Background: an optimization exercise with open tools, aiming at small area. Do not read the settings as production practice. Function was checked by simulation only, so behaviour that the tests miss may differ from the original. Power is estimated from default activity; no workload was simulated.

## run 1
## flr_csr_responder
module flr_csr_responder
#(
    parameter int          NUM_FUNCS = 4,
    parameter logic [63:0] DFH_VALUE = 64'h3000000010000020,
    parameter logic [19:0] WIN_BASE  = 20'h10000,
    parameter int          TAG_W     = 10
) (
    input  logic             clk,
    input  logic             rst_n,
    input  logic             req_valid,
    output logic             req_ready,
    input  logic             req_write,
    input  logic [3:0]       req_func,
    input  logic [19:0]      req_addr,
    input  logic [63:0]      req_wdata,
    input  logic [TAG_W-1:0] req_tag,
    output logic             rsp_valid,
    input  logic             rsp_ready,
    output logic [63:0]      rsp_data,
    output logic [TAG_W-1:0] rsp_tag,
    output logic             rsp_err,
    input  logic             flr_req_valid,
    output logic             flr_req_ready,
    input  logic [3:0]       flr_func,
    output logic             flr_ack
);
Size: roughly 190 I/O pins.
export LEC_CHECK = 0
export CAP_MARGIN = 0
export CORE_MARGIN = 2
export CORE_UTILIZATION = 70
export PLACE_DENSITY = 0.8
export SLEW_MARGIN = 0
create_clock -name core_clock -period 5.0 [get_ports {clk}]
standard.sh (not shown) runs the stock make flow with config.mk's settings and CLKGATE_MAP_FILE= SYNTH_SCRIPT=/design/flow/synth_recipe.tcl, a recipe that flattens the netlist after the stock synthesis.
==> flow/flow/run.sh <==
#!/bin/bash
# Own layout flow: the standard ORFS flow with three changes.
#  1. After the standard synthesis, the combinational logic is mapped again with an
#     area-oriented abc script (remap.sh); the registers keep their cells and names.
#  2. Each port is buffered with the smallest buffer.
#  3. The clock tree uses fewer, larger sink clusters and no dummy loads.
set -euo pipefail
export BUFFER_PORTS_ARGS="-buffer_cell sky130_fd_sc_hd__buf_1"
export CTS_ARGS="-sink_clustering_enable -repair_clock_nets -dont_use_dummy_load -sink_buffer_max_cap_derate 1.0 -buf_list sky130_fd_sc_hd__clkbuf_8 -sink_clustering_size 14 -sink_clustering_max_diameter 100"
R=orfs/results/sky130hd/flr_csr_responder/base
bash standard.sh synth > standard_synth.log 2>&1
cp $R/1_2_yosys.v $R/1_2_yosys.standard.v
bash flow/remap.sh $R/1_2_yosys.standard.v $R/1_2_yosys.remap.v flow/area.abc remap_yosys.log
cp $R/1_2_yosys.remap.v $R/1_2_yosys.v
touch $R/1_2_yosys.v
bash standard.sh > standard_flow.log 2>&1
Other scripts of this flow, unchanged in this note and not shown: flow/flow/area.abc, flow/flow/gen_map.py, flow/flow/remap.sh
> inputs changed (run 1 -> run 2)
-- flow/config.mk --
<<< run 1, line 9
export CORE_MARGIN = 2
export CORE_UTILIZATION = 70
export PLACE_DENSITY = 0.8
export SLEW_MARGIN = 0
>>> run 2, line 9
export CORE_MARGIN = 2
export CORE_UTILIZATION = 60
export PLACE_DENSITY = 0.75
export SLEW_MARGIN = 0
[summary]
- Run 2 closes out successfully: all stages finished, all timing, DRC and antenna checks passed.
- Sort run 2 and run 1 by total met2 wirelength after detailed routing, descending, and run 1 comes first.
- Going from run 1 to run 2, leakage component of the power went up by 0.61%; power consumed by the clock network ~0 delta; wire length went up by 850 um; total power of the final layout comparable.
- Worst setup path endpoint = hd_data_q[30]$_DFF_P_: run 2; worst setup path endpoint = hd_data_q[12]$_DFF_P_: run 1
- First-pass GRT wire length: lower on run 1
- Number of signal-net buffers in the layout (run 2 vs. run 1) increases slightly
- Final standard cell utilization of the core for run 2 is lower than for run 1.
- First-iteration DRC count delta for run 2 relative to run 1: 193 higher
- Looking only at count of cells along the worst register-to-register path, and setting everything else aside, the lower value of run 2 and run 1 goes to run 2.
- Going from run 1 to run 2, the worst hold slack was found to have gone up by 15 ps.

========
## quartz
flr_csr_responder, a different RTL version from the one above (not shown whole).
Size in the first run: roughly 1600 cells after synthesis, ~610 flip-flops, about 0.020 mm² of cells after synthesis.
export LEC_CHECK = 0
export CAP_MARGIN = 0
export CORE_MARGIN = 2
export CORE_UTILIZATION = 60
export PLACE_DENSITY = 0.75
export SLEW_MARGIN = 0
create_clock -name core_clock -period 5.0 [get_ports {clk}]
==> flow/flow/run.sh <==
#!/bin/bash
# Own layout flow: the standard ORFS flow (standard.sh) with these changes.
#  1. Synthesis (own_synth.tcl) maps the logic with an area-oriented abc script and uses a
#     cell-level netlist for the queue head's per-bit select and for each register-file bit's
#     select; registers are as in the standard
#     synthesis (same names and cells).
#  2. Each port is buffered with the smallest buffer.
#  3. The clock tree uses fewer, larger sink clusters and no dummy loads.
set -euo pipefail
W=$PWD
export BUFFER_PORTS_ARGS="-buffer_cell sky130_fd_sc_hd__buf_1"
export CTS_ARGS="-sink_clustering_enable -repair_clock_nets -dont_use_dummy_load -sink_buffer_max_cap_derate 1.0 -buf_list sky130_fd_sc_hd__clkbuf_8 -sink_clustering_size 18 -sink_clustering_max_diameter 50"
export OWN_ABC_SCRIPT=$W/flow/area.abc
export OWN_CELLS_V="flr_csr_head_bit $W/flow/head_bit_cells.v flr_csr_rf_bit $W/flow/rf_bit_cells.v"
sed -E "s#SYNTH_SCRIPT=[^ ]+#SYNTH_SCRIPT=$W/flow/own_synth.tcl#" standard.sh > own_standard.sh
grep -q "SYNTH_SCRIPT=$W/flow/own_synth.tcl" own_standard.sh
bash own_standard.sh > own_flow.log 2>&1
Other scripts of this flow, unchanged in this note and not shown: flow/flow/area.abc, flow/flow/head_bit_cells.v, flow/flow/own_synth.tcl, flow/flow/rf_bit_cells.v
quartz: full flow OK, the timing, design-rule and antenna checks passed
Edits applied to the flow inputs when going from quartz to onyx:
Settings: PLACE_DENSITY now 0.8, was 0.75; CORE_UTILIZATION now 70, was 60.
-- flow/flow/run.sh --
<<< quartz, line 12
export CTS_ARGS="-sink_clustering_enable -repair_clock_nets -dont_use_dummy_load -sink_buffer_max_cap_derate 1.0 -buf_list sky130_fd_sc_hd__clkbuf_8 -sink_clustering_size 18 -sink_clustering_max_diameter 50"
export OWN_ABC_SCRIPT=$W/flow/area.abc
>>> onyx, line 12
export CTS_ARGS="-sink_clustering_enable -repair_clock_nets -dont_use_dummy_load -sink_buffer_max_cap_derate 1.0 -buf_list sky130_fd_sc_hd__clkbuf_8 -sink_clustering_size 18 -sink_clustering_max_diameter 50"
export RECOVER_POWER=100
export OWN_ABC_SCRIPT=$W/flow/area.abc
[summary]
Nothing crashed in onyx and all stages finished; the problem is that the final layout failed, the offending checks being capacitance limit, slew limit. Against quartz, die footprint in onyx fell by more than 10%. Against quartz, final estimated routing congestion in global placement in onyx rose slightly. Summary — final worst-path setup slack, onyx relative to quartz: lower, by 0.47 ns. Of quartz and onyx, the run reporting the higher worst relative slew slack was quartz. From quartz to onyx the numbers moved as follows: power now smaller, via count went up 1.9%. Net count of the finished layout: quartz vs onyx — no meaningful difference. quartz and onyx ended up with nearly the same non-clock buffer share of cell area.
What fjord does differently from onyx at the input level:
-- flow/flow/run.sh --
<<< onyx, line 12
export CTS_ARGS="-sink_clustering_enable -repair_clock_nets -dont_use_dummy_load -sink_buffer_max_cap_derate 1.0 -buf_list sky130_fd_sc_hd__clkbuf_8 -sink_clustering_size 18 -sink_clustering_max_diameter 50"
export RECOVER_POWER=100
export OWN_ABC_SCRIPT=$W/flow/area.abc
>>> fjord, line 12
export CTS_ARGS="-sink_clustering_enable -repair_clock_nets -dont_use_dummy_load -sink_buffer_max_cap_derate 1.0 -buf_list sky130_fd_sc_hd__clkbuf_8 -sink_clustering_size 18 -sink_clustering_max_diameter 50"
export DONT_USE_CELLS="sky130_fd_sc_hd__buf_8 sky130_fd_sc_hd__buf_12 sky130_fd_sc_hd__buf_16"
export OWN_ABC_SCRIPT=$W/flow/area.abc
In summary, fjord completed successfully, with a layout that passed the timing, design-rule and antenna checks. Summary — signed area change from the synthesized netlist to the final layout, fjord relative to onyx: higher, by 0.48 points. Status: combinational power parity (fjord, onyx). fjord reports its standard cell with the maximum stage delay on the critical path as nor2_4 while onyx reports clkbuf_2. Between onyx and fjord, the flow reports total power divided by cell area decreasing slightly. The met2 usage in global routing on fjord is in line with that on onyx.
The inputs of yarrow differ from those of fjord as listed below.
-- flow/flow/run.sh --
<<< fjord, line 12
export CTS_ARGS="-sink_clustering_enable -repair_clock_nets -dont_use_dummy_load -sink_buffer_max_cap_derate 1.0 -buf_list sky130_fd_sc_hd__clkbuf_8 -sink_clustering_size 18 -sink_clustering_max_diameter 50"
export DONT_USE_CELLS="sky130_fd_sc_hd__buf_8 sky130_fd_sc_hd__buf_12 sky130_fd_sc_hd__buf_16"
export OWN_ABC_SCRIPT=$W/flow/area.abc
>>> yarrow, line 12
export CTS_ARGS="-sink_clustering_enable -repair_clock_nets -dont_use_dummy_load -sink_buffer_max_cap_derate 1.0 -buf_list sky130_fd_sc_hd__clkbuf_8 -sink_clustering_size 18 -sink_clustering_max_diameter 50"
export OWN_ABC_SCRIPT=$W/flow/area.abc
fjord went all the way through synthesis, placement and routing and the layout is clean on timing, DRC and antenna. yarrow finished all stages; the layout is clean. Re met1 track utilization from global routing: no difference whatsoever between fjord and yarrow. As far as mean instance size in the synthesized netlist goes, yarrow and fjord are indistinguishable; the numbers are identical. Reported for yarrow and fjord, met3 layer wire length in the routed design turned out identical to the last digit. fjord -> yarrow: pre-CTS setup slack delta 0, exact match. Going from fjord to yarrow, number of placed I/O pins did not really move, layout-stage area growth over the synthesis result did not really move.

========
RTL: one of the versions met above, not the one the previous note started from.
Size in the first run: ~1200 cells after synthesis, about 0.022 sq mm of cells after synthesis.
clock: 5.0 ns
lec_check: 0
cap_margin: 20
core_margin: 2
core_utilization: 40
place_density: 0.6
slew_margin: 20
run.sh (not shown) runs the stock make flow with config.mk's settings and CLKGATE_MAP_FILE= SYNTH_SCRIPT=/design/flow/synth_recipe.tcl, a recipe that flattens the netlist after the stock synthesis.
Stock flow here: none of the scripts above is used.
The first run completed without violations.
Change:
==> flow/flow/run.sh (new file) <==
#!/bin/bash
# Own layout flow: the standard ORFS flow, with each port buffered by the smallest buffer
# and the clock tree built without dummy loads.
set -euo pipefail
export BUFFER_PORTS_ARGS="-buffer_cell sky130_fd_sc_hd__buf_1"
export CTS_ARGS="-sink_clustering_enable -repair_clock_nets -dont_use_dummy_load -buf_list sky130_fd_sc_hd__clkbuf_8"
bash standard.sh > standard_flow.log 2>&1
==> flow/standard.sh (new file) <==
#!/bin/bash
# synth_recipe.tcl (not shown) runs the flow's synth.tcl, then flattens the netlist and writes it again
# the make line also repeats each setting of config.mk as NAME=value (left out here)
make -C /OpenROAD-flow-scripts/flow DESIGN_CONFIG=/design/flow/config.mk WORK_HOME=/design/flow/orfs CLKGATE_MAP_FILE= SYNTH_SCRIPT=/design/flow/synth_recipe.tcl "${@:-finish}"
- CAP_MARGIN: 20 -> 0
- CORE_UTILIZATION: 40 -> 60
- PLACE_DENSITY: 0.6 -> 0.75
- SLEW_MARGIN: 20 -> 0
removed: flow/run.sh
Outcome: Clock-buffer cell count fell by 1; worst setup slack gains 0.30 ns; combinational power falls by 24%.
Change:
==> flow/run.sh (new file) <==
#!/bin/bash
# synth_recipe.tcl (not shown) runs the flow's synth.tcl, then flattens the netlist and writes it again
# the make line also repeats each setting of config.mk as NAME=value (left out here)
make -C /OpenROAD-flow-scripts/flow DESIGN_CONFIG=/design/flow/config.mk WORK_HOME=/design/flow/orfs CLKGATE_MAP_FILE= SYNTH_SCRIPT=/design/flow/synth_recipe.tcl finish
- CORE_UTILIZATION: 60 -> 40
- CTS_BUF_LIST: not set -> sky130_fd_sc_hd__clkbuf_4
- CTS_CLUSTER_SIZE: not set -> 20
- PLACE_DENSITY: 0.75 -> 0.6
removed: flow/flow/run.sh
removed: flow/standard.sh
After rerunning: Hold slack got worse by 0.019 ns. Power climbs by roughly a tenth. Final area climbs by roughly a tenth. Worst setup slack improved by 0.033 ns. Flip-flop and latch count does not change. Area after synthesis does not change. Sequential share of layout area drops by 6.4 points. Maximum frequency climbs slightly.
Change:
==> flow/flow/run.sh (new file) <==
#!/bin/bash
# Own layout flow: the standard ORFS flow, with each port buffered by the smallest buffer
# and a clock tree of fewer, larger sink clusters built without dummy loads.
set -euo pipefail
export BUFFER_PORTS_ARGS="-buffer_cell sky130_fd_sc_hd__buf_1"
export CTS_ARGS="-sink_clustering_enable -repair_clock_nets -dont_use_dummy_load -sink_buffer_max_cap_derate 1.0 -buf_list sky130_fd_sc_hd__clkbuf_8 -sink_clustering_size 14 -sink_clustering_max_diameter 100"
bash standard.sh > standard_flow.log 2>&1
==> flow/standard.sh (new file) <==
#!/bin/bash
# synth_recipe.tcl (not shown) runs the flow's synth.tcl, then flattens the netlist and writes it again
# the make line also repeats each setting of config.mk as NAME=value (left out here)
make -C /OpenROAD-flow-scripts/flow DESIGN_CONFIG=/design/flow/config.mk WORK_HOME=/design/flow/orfs CLKGATE_MAP_FILE= SYNTH_SCRIPT=/design/flow/synth_recipe.tcl "${@:-finish}"
- CORE_UTILIZATION: 40 -> 60
- CTS_BUF_LIST: sky130_fd_sc_hd__clkbuf_4 -> not set
- CTS_CLUSTER_SIZE: 20 -> not set
- PLACE_DENSITY: 0.6 -> 0.75
removed: flow/run.sh
Clock power drops by about 46%.
Clock skew grows by 0.013 ns.
Die area decreases by 33%.
Change:
==> flow/run.sh (new file) <==
#!/bin/bash
# synth_recipe.tcl (not shown) runs the flow's synth.tcl, then flattens the netlist and writes it again
# the make line also repeats each setting of config.mk as NAME=value (left out here)
make -C /OpenROAD-flow-scripts/flow DESIGN_CONFIG=/design/flow/config.mk WORK_HOME=/design/flow/orfs CLKGATE_MAP_FILE= SYNTH_SCRIPT=/design/flow/synth_recipe.tcl finish
- CTS_BUF_LIST: not set -> sky130_fd_sc_hd__clkbuf_8
- CTS_CLUSTER_SIZE: not set -> 30
removed: flow/flow/run.sh
removed: flow/standard.sh
=>
- The new run produced a clean layout
- routed wire length is higher by 1.6%
- total power is higher by 20%
- utilization is higher by 6.7 points
- design area is higher by 10%
- clock power is higher by 67%
- worst setup slack is worse by 0.043 ns
- die area does not change
- non-clock buffer count is higher by 7
- critical path depth is unchanged

what the ideal ports hide:
In the flow no input, the clock included, has a driving cell. The finished layouts below were timed again as built, in two steps.
Step 1, drivers: a clkbuf_16 drives clk and a buf_2 each remaining input, both assumed.
Step 2 times the ports against the registers' clock, not the clock port: input delays grow and output delays shrink by t, the midpoint of the rising clock arrivals with the driver on.
a / b / c = ideal / step 1 / step 2; a / b = the first two.
| run | t (ns) | slack for setup (ns) | worst setup path at the end |
|---|---|---|---|
| run 1 | 0.613 | 1.307 / 1.332 / 0.719 | input to register |
| run 2 | 0.625 | 1.413 / 1.441 / 0.816 | input to register |
| quartz | 0.635 | 1.301 / 1.332 / 0.697 | input to register |
| onyx | 0.619 | 0.834 / 0.861 / 0.242 | input to register |
| fjord | 0.620 | 1.302 / 1.326 / 0.706 | input to register |
| yarrow | 0.620 | 1.302 / 1.326 / 0.706 | input to register |
| the first run of note 3 | 0.627 | 1.173 / 1.205 / 0.579 | input to register |
| the second run of note 3 | 0.664 | 1.472 / 1.500 / 0.836 | input to register |
| the third run of note 3 | 0.981 | 1.505 / 1.536 / 0.555 | input to register |
| the fourth run of note 3 | 0.649 | 1.461 / 1.492 / 0.843 | input to register |
| the fifth run of note 3 | 0.672 | 1.418 / 1.435 / 0.763 | input to register |
For the third run of note 3, which loses most, drivers alone change the setup slack by +0.031 ns; drivers and shift together by -0.950 ns.
